What follows belongs to an exercise in optimizing a design on an open flow for small area, a short achievable clock period and few clock cycles per item; a production flow would make more cautious choices.
The RTL was checked by simulation tests, not by an equivalence proof against the original design.
No activity file was given, so power comes from the tool's default toggle rates.

Setup of job 7609:
==> flow/design.v <==
`default_nettype none
package fdf_pkg;
	localparam int SEEN_DEPTH_DEF = 64;
	localparam int SEQ_BITS_DEF   = 16;
	localparam int ID_W    = 6;
	localparam int MASK_W  = 64;
	localparam int SEQ_W   = 16;
	localparam int DATA_W  = 32;
	localparam int CFG_IDX_W  = 2;
	localparam int CFG_DATA_W = 64;
	localparam logic [CFG_IDX_W-1:0] CFG_NODE_ID       = 2'd0;
	localparam logic [CFG_IDX_W-1:0] CFG_NEIGHBOR_MASK = 2'd1;
	typedef enum logic [1:0] {
		VERDICT_FORWARD      = 2'd0,
		VERDICT_NOT_NEIGHBOR = 2'd1,
		VERDICT_DUPLICATE    = 2'd2
	} fdf_verdict_t;
	typedef struct packed {
		logic [ID_W-1:0]   sender_id;
		logic [SEQ_W-1:0]  seq_in;
		logic [DATA_W-1:0] payload_in;
	} fdf_in_t;
	typedef struct packed {
		logic [1:0]        verdict;
		logic [ID_W-1:0]   fwd_id;
		logic [SEQ_W-1:0]  fwd_seq;
		logic [DATA_W-1:0] fwd_data;
	} fdf_out_t;
	typedef struct packed {
		logic         record;
		logic         emit;
		fdf_verdict_t verdict;
	} fdf_cmd_t;
	typedef struct packed {
		logic valid;
		logic neighbor;
		logic hit;
	} fdf_status_t;
endpackage
`default_nettype wire
`default_nettype none
module fdf_ctrl (
	input  wire fdf_pkg::fdf_status_t  status,
	output logic                       busy,
	output fdf_pkg::fdf_cmd_t          cmd
);
	assign busy = 1'b0;
	always_comb begin
		cmd         = '0;
		cmd.emit    = status.valid;
		cmd.record  = status.valid & status.neighbor & ~status.hit;
		if (!status.neighbor) begin
			cmd.verdict = fdf_pkg::VERDICT_NOT_NEIGHBOR;
		end else if (status.hit) begin
			cmd.verdict = fdf_pkg::VERDICT_DUPLICATE;
		end else begin
			cmd.verdict = fdf_pkg::VERDICT_FORWARD;
		end
	end
endmodule
`default_nettype wire
`default_nettype none
module fdf_datapath #(
	parameter int SEEN_DEPTH = fdf_pkg::SEEN_DEPTH_DEF,
	parameter int SEQ_BITS   = fdf_pkg::SEQ_BITS_DEF
) (
	input  wire logic                              clk,
	input  wire logic                              arst_n,
	input  wire logic                              cfg_we,
	input  wire logic [fdf_pkg::CFG_IDX_W-1:0]     cfg_index,
	input  wire logic [fdf_pkg::CFG_DATA_W-1:0]    cfg_wdata,
	input  wire logic                              start,
	input  wire fdf_pkg::fdf_in_t                  item,
	input  wire fdf_pkg::fdf_cmd_t                 cmd,
	output fdf_pkg::fdf_status_t                   status,
	output logic                                   result_valid,
	output fdf_pkg::fdf_out_t                      result
);
	localparam int CW = $clog2(SEEN_DEPTH + 1);
	localparam int GS = 4;
	localparam int NP = (SEEN_DEPTH - 2 + GS - 1) / GS;
	logic [fdf_pkg::ID_W-1:0]   node_id_q;
	logic [fdf_pkg::MASK_W-1:0] neighbor_q;
	logic                       neighbor_set_q;
	logic [SEQ_BITS-1:0]        seq1;
	logic                       v2_q;
	logic                       nb2_q;
	logic [NP-1:0]              grp2_q;
	logic [1:0]                 top2_q;
	logic                       same2_q;
	logic                       shift2_q;
	logic [SEQ_BITS-1:0]        seq2_q;
	logic [fdf_pkg::DATA_W-1:0] data2_q;
	logic                       v3_q;
	logic                       nb3_q;
	logic                       hit3_q;
	logic [SEQ_BITS-1:0]        seq3_q;
	logic [fdf_pkg::DATA_W-1:0] data3_q;
	logic [SEQ_BITS-1:0]   seen_q [SEEN_DEPTH];
	logic [CW-1:0]         fill_q;
	logic [SEEN_DEPTH-1:0] match1;
	logic [NP-1:0]         grp1;
	logic                  hit_low;
	logic                  same13;
	logic                  same23;
	logic                  hit_keep;
	logic                  hit_shift;
	logic [SEQ_BITS-1:0]   own_next_q;
	logic                  res_valid_q;
	fdf_pkg::fdf_verdict_t res_verdict_q;
	logic [SEQ_BITS-1:0]   res_seq_q;
	logic [fdf_pkg::DATA_W-1:0] res_data_q;
	logic fwd;
	assign seq1 = SEQ_BITS'(item.seq_in);
	assign fwd  = cmd.record;
	always_comb begin
		for (int e = 0; e < SEEN_DEPTH; e++) begin
			match1[e] = (seen_q[e] == seq1) && (fill_q > CW'(e));
		end
		grp1 = '0;
		for (int e = 0; e < SEEN_DEPTH - 2; e++) begin
			grp1[e / GS] = grp1[e / GS] | match1[e];
		end
	end
	assign same13 = (seq3_q == seq1);
	assign same23    = (seq3_q == seq2_q);
	assign hit_low   = |grp2_q;
	assign hit_keep  = hit_low | top2_q[0] | (shift2_q ? same2_q : top2_q[1]);
	assign hit_shift = hit_low | same23    | (shift2_q ? same2_q : top2_q[0]);
	assign status.valid    = v3_q;
	assign status.neighbor = nb3_q;
	assign status.hit      = hit3_q;
	always_ff @(posedge clk or negedge arst_n) begin
		if (!arst_n) begin
			node_id_q      <= '0;
			neighbor_set_q <= 1'b0;
		end else if (cfg_we) begin
			unique case (cfg_index)
				fdf_pkg::CFG_NODE_ID:       node_id_q      <= cfg_wdata[fdf_pkg::ID_W-1:0];
				fdf_pkg::CFG_NEIGHBOR_MASK: neighbor_set_q <= 1'b1;
				default: ;
			endcase
		end
	end
	always_ff @(posedge clk) begin
		if (cfg_we && cfg_index == fdf_pkg::CFG_NEIGHBOR_MASK) begin
			neighbor_q <= cfg_wdata;
		end
	end
	always_ff @(posedge clk or negedge arst_n) begin
		if (!arst_n) begin
			v2_q       <= 1'b0;
			v3_q       <= 1'b0;
			res_valid_q <= 1'b0;
			fill_q     <= '0;
			own_next_q <= SEQ_BITS'(1);
		end else begin
			v2_q <= start;
			v3_q <= v2_q;
			res_valid_q <= v3_q;
			if (fwd) begin
				own_next_q <= own_next_q + SEQ_BITS'(1);
				if (fill_q != CW'(SEEN_DEPTH)) begin
					fill_q <= fill_q + CW'(1);
				end
			end
		end
	end
	always_ff @(posedge clk) begin
		nb2_q    <= neighbor_set_q & neighbor_q[item.sender_id];
		grp2_q  <= grp1;
		top2_q   <= match1[SEEN_DEPTH-1:SEEN_DEPTH-2];
		same2_q  <= same13;
		shift2_q <= fwd;
		seq2_q   <= seq1;
		data2_q  <= item.payload_in;
		nb3_q    <= nb2_q;
		hit3_q   <= fwd ? hit_shift : hit_keep;
		seq3_q   <= seq2_q;
		data3_q  <= data2_q;
	end
	always_ff @(posedge clk) begin
		if (fwd) begin
			seen_q[0] <= seq3_q;
			for (int e = 1; e < SEEN_DEPTH; e++) begin
				seen_q[e] <= seen_q[e-1];
			end
		end
	end
	always_ff @(posedge clk) begin
		res_verdict_q <= cmd.verdict;
		res_seq_q     <= (cmd.verdict == fdf_pkg::VERDICT_FORWARD) ? own_next_q : '0;
		res_data_q    <= (cmd.verdict == fdf_pkg::VERDICT_FORWARD) ? data3_q : '0;
	end
	assign result_valid     = res_valid_q;
	assign result.verdict   = res_verdict_q;
	assign result.fwd_id    = node_id_q;
	assign result.fwd_seq   = res_seq_q;
	assign result.fwd_data  = res_data_q;
endmodule
`default_nettype wire
`default_nettype none
module flood_duplicate_filter_core #(
	parameter int SEEN_DEPTH = fdf_pkg::SEEN_DEPTH_DEF,
	parameter int SEQ_BITS   = fdf_pkg::SEQ_BITS_DEF
) (
	input  wire logic                              clk,
	input  wire logic                              arst_n,
	input  wire logic                              cfg_we,
	input  wire logic [fdf_pkg::CFG_IDX_W-1:0]     cfg_index,
	input  wire logic [fdf_pkg::CFG_DATA_W-1:0]    cfg_wdata,
	input  wire logic                              start,
	input  wire logic [53:0]                       item,
	output logic                                   busy,
	output logic                                   result_valid,
	output logic [55:0]                            result
);
	fdf_pkg::fdf_in_t  item_s;
	fdf_pkg::fdf_out_t result_s;
	assign item_s = item;
	assign result = result_s;
	fdf_pkg::fdf_status_t status;
	fdf_pkg::fdf_cmd_t    cmd;
	fdf_ctrl u_ctrl (
		.status (status),
		.busy   (busy),
		.cmd    (cmd)
	);
	fdf_datapath #(
		.SEEN_DEPTH (SEEN_DEPTH),
		.SEQ_BITS   (SEQ_BITS)
	) u_datapath (
		.clk          (clk),
		.arst_n       (arst_n),
		.cfg_we       (cfg_we),
		.cfg_index    (cfg_index),
		.cfg_wdata    (cfg_wdata),
		.start        (start),
		.item         (item_s),
		.cmd          (cmd),
		.status       (status),
		.result_valid (result_valid),
		.result       (result_s)
	);
endmodule
`default_nettype wire
==> flow/config.mk <==
export PLATFORM = sky130hd
export DESIGN_NAME = flood_duplicate_filter_core
export DESIGN_NICKNAME = flood_duplicate_filter_core
export VERILOG_FILES = /design/flow/design.v
export SDC_FILE = /design/flow/constraint.sdc
export NUM_CORES = 4
export LEC_CHECK = 0
export CAP_MARGIN = 20
export CORE_MARGIN = 2
export CORE_UTILIZATION = 55
export PLACE_DENSITY = 0.65
export SETUP_SLACK_MARGIN = 2.5
export SLEW_MARGIN = 20
export TNS_END_PERCENT = 0
==> flow/constraint.sdc <==
create_clock -name core_clock -period 4.5 [get_ports {clk}]
set_input_delay 0.9000 -clock core_clock [delete_from_list [all_inputs] [get_ports {clk}]]
set_output_delay 0.9000 -clock core_clock [all_outputs]
set_load 0.01 [all_outputs]
run.sh (not shown) runs the stock make flow with config.mk's settings and CLKGATE_MAP_FILE= SYNTH_SCRIPT=/design/flow/synth_recipe.tcl, a recipe that flattens the netlist after the stock synthesis.
Testbench counts of job 7609, summed over its fixed seeds: cycles 12,024, packets 12,000.
Input-level comparison between job 7587 and job 7609:
--- a/flow/design.v
+++ b/flow/design.v
@@ -74,21 +74,20 @@
 	input  wire fdf_pkg::fdf_cmd_t                 cmd,
 	output fdf_pkg::fdf_status_t                   status,
 	output logic                                   result_valid,
 	output fdf_pkg::fdf_out_t                      result
 );
 	localparam int CW = $clog2(SEEN_DEPTH + 1);
-	localparam int GS = 4;
-	localparam int NP = (SEEN_DEPTH - 2 + GS - 1) / GS;
+	localparam int NP = (SEEN_DEPTH - 2) / 2;
 	logic [fdf_pkg::ID_W-1:0]   node_id_q;
 	logic [fdf_pkg::MASK_W-1:0] neighbor_q;
 	logic                       neighbor_set_q;
 	logic [SEQ_BITS-1:0]        seq1;
 	logic                       v2_q;
 	logic                       nb2_q;
-	logic [NP-1:0]              grp2_q;
+	logic [NP-1:0]              pair2_q;
 	logic [1:0]                 top2_q;
 	logic                       same2_q;
 	logic                       shift2_q;
 	logic [SEQ_BITS-1:0]        seq2_q;
 	logic [fdf_pkg::DATA_W-1:0] data2_q;
 	logic                       v3_q;
@@ -96,13 +95,13 @@
 	logic                       hit3_q;
 	logic [SEQ_BITS-1:0]        seq3_q;
 	logic [fdf_pkg::DATA_W-1:0] data3_q;
 	logic [SEQ_BITS-1:0]   seen_q [SEEN_DEPTH];
 	logic [CW-1:0]         fill_q;
 	logic [SEEN_DEPTH-1:0] match1;
-	logic [NP-1:0]         grp1;
+	logic [NP-1:0]         pair1;
 	logic                  hit_low;
 	logic                  same13;
 	logic                  same23;
 	logic                  hit_keep;
 	logic                  hit_shift;
 	logic [SEQ_BITS-1:0]   own_next_q;
@@ -114,20 +113,19 @@
 	assign seq1 = SEQ_BITS'(item.seq_in);
 	assign fwd  = cmd.record;
 	always_comb begin
 		for (int e = 0; e < SEEN_DEPTH; e++) begin
 			match1[e] = (seen_q[e] == seq1) && (fill_q > CW'(e));
 		end
-		grp1 = '0;
-		for (int e = 0; e < SEEN_DEPTH - 2; e++) begin
-			grp1[e / GS] = grp1[e / GS] | match1[e];
+		for (int j = 0; j < NP; j++) begin
+			pair1[j] = match1[2*j] | match1[2*j+1];
 		end
 	end
 	assign same13 = (seq3_q == seq1);
 	assign same23    = (seq3_q == seq2_q);
-	assign hit_low   = |grp2_q;
+	assign hit_low   = |pair2_q;
 	assign hit_keep  = hit_low | top2_q[0] | (shift2_q ? same2_q : top2_q[1]);
 	assign hit_shift = hit_low | same23    | (shift2_q ? same2_q : top2_q[0]);
 	assign status.valid    = v3_q;
 	assign status.neighbor = nb3_q;
 	assign status.hit      = hit3_q;
 	always_ff @(posedge clk or negedge arst_n) begin
@@ -165,13 +163,13 @@
 				end
 			end
 		end
 	end
 	always_ff @(posedge clk) begin
 		nb2_q    <= neighbor_set_q & neighbor_q[item.sender_id];
-		grp2_q  <= grp1;
+		pair2_q  <= pair1;
 		top2_q   <= match1[SEEN_DEPTH-1:SEEN_DEPTH-2];
 		same2_q  <= same13;
 		shift2_q <= fwd;
 		seq2_q   <= seq1;
 		data2_q  <= item.payload_in;
 		nb3_q    <= nb2_q;
### Flow results
- Compared with job 7609, job 7587 shows a lower worst slack at placement.
- The run showing the greater cell area power density is job 7587.
- Comparing buffering overhead for job 7609 and job 7587, the smaller number came from job 7587.
- As far as number of filler cells placed in the layout is concerned, job 7587 and job 7609 perform about the same.
- In the metrics for job 7609 and job 7587, the one carrying the lower non-clock buffer count is job 7587.
- Comparing job 7609 and job 7587, the lower count of clock-net buffers in the final layout is on job 7609.
- Taking job 7609 as the reference, in job 7587 wire length now smaller, global routing usage on met2 now smaller, overall power consumption now larger, count of multi-input gates now larger, area after synthesis now larger.
- Job 7609 fits on a die that is smaller than the die of job 7587.
- Number of non-filler instances in the completed layout essentially unchanged between job 7587 and job 7609.
Testbench counts of job 7587, summed over its fixed seeds: cycles 12,024, packets 12,000.

==> what the ideal ports hide <==
In the flow no input, the clock included, has a driving cell. The finished layouts below were timed again as built, in two steps.
Step 1 sets driving cells, clkbuf_16 on the clock port and buf_2 on the other inputs (assumed; they add their load-dependent delay and slew).
Step 2 also shifts input and output timing later by t, the mid clock arrival at the registers, as if the neighbouring blocks saw the same clock.
Slacks: ideal / step 1 / step 2; pairs: ideal / step 1.
run	t (ns)	setup WS [ns]	hold slack, ns	worst setup path after step 2	clock arrival spread, ns
job 7609	0.802	2.339 / 2.273 / 1.510	0.297 / 0.261 / 0.325	input to register	0.033 / 0.033
job 7587	0.806	2.336 / 2.263 / 1.622	0.307 / 0.262 / 0.324	input to register	0.032 / 0.033
After both steps setup and hold are still met in every run listed. For job 7609, which loses most, drivers alone change the setup slack by -0.066 ns; drivers and shift together by -0.829 ns.
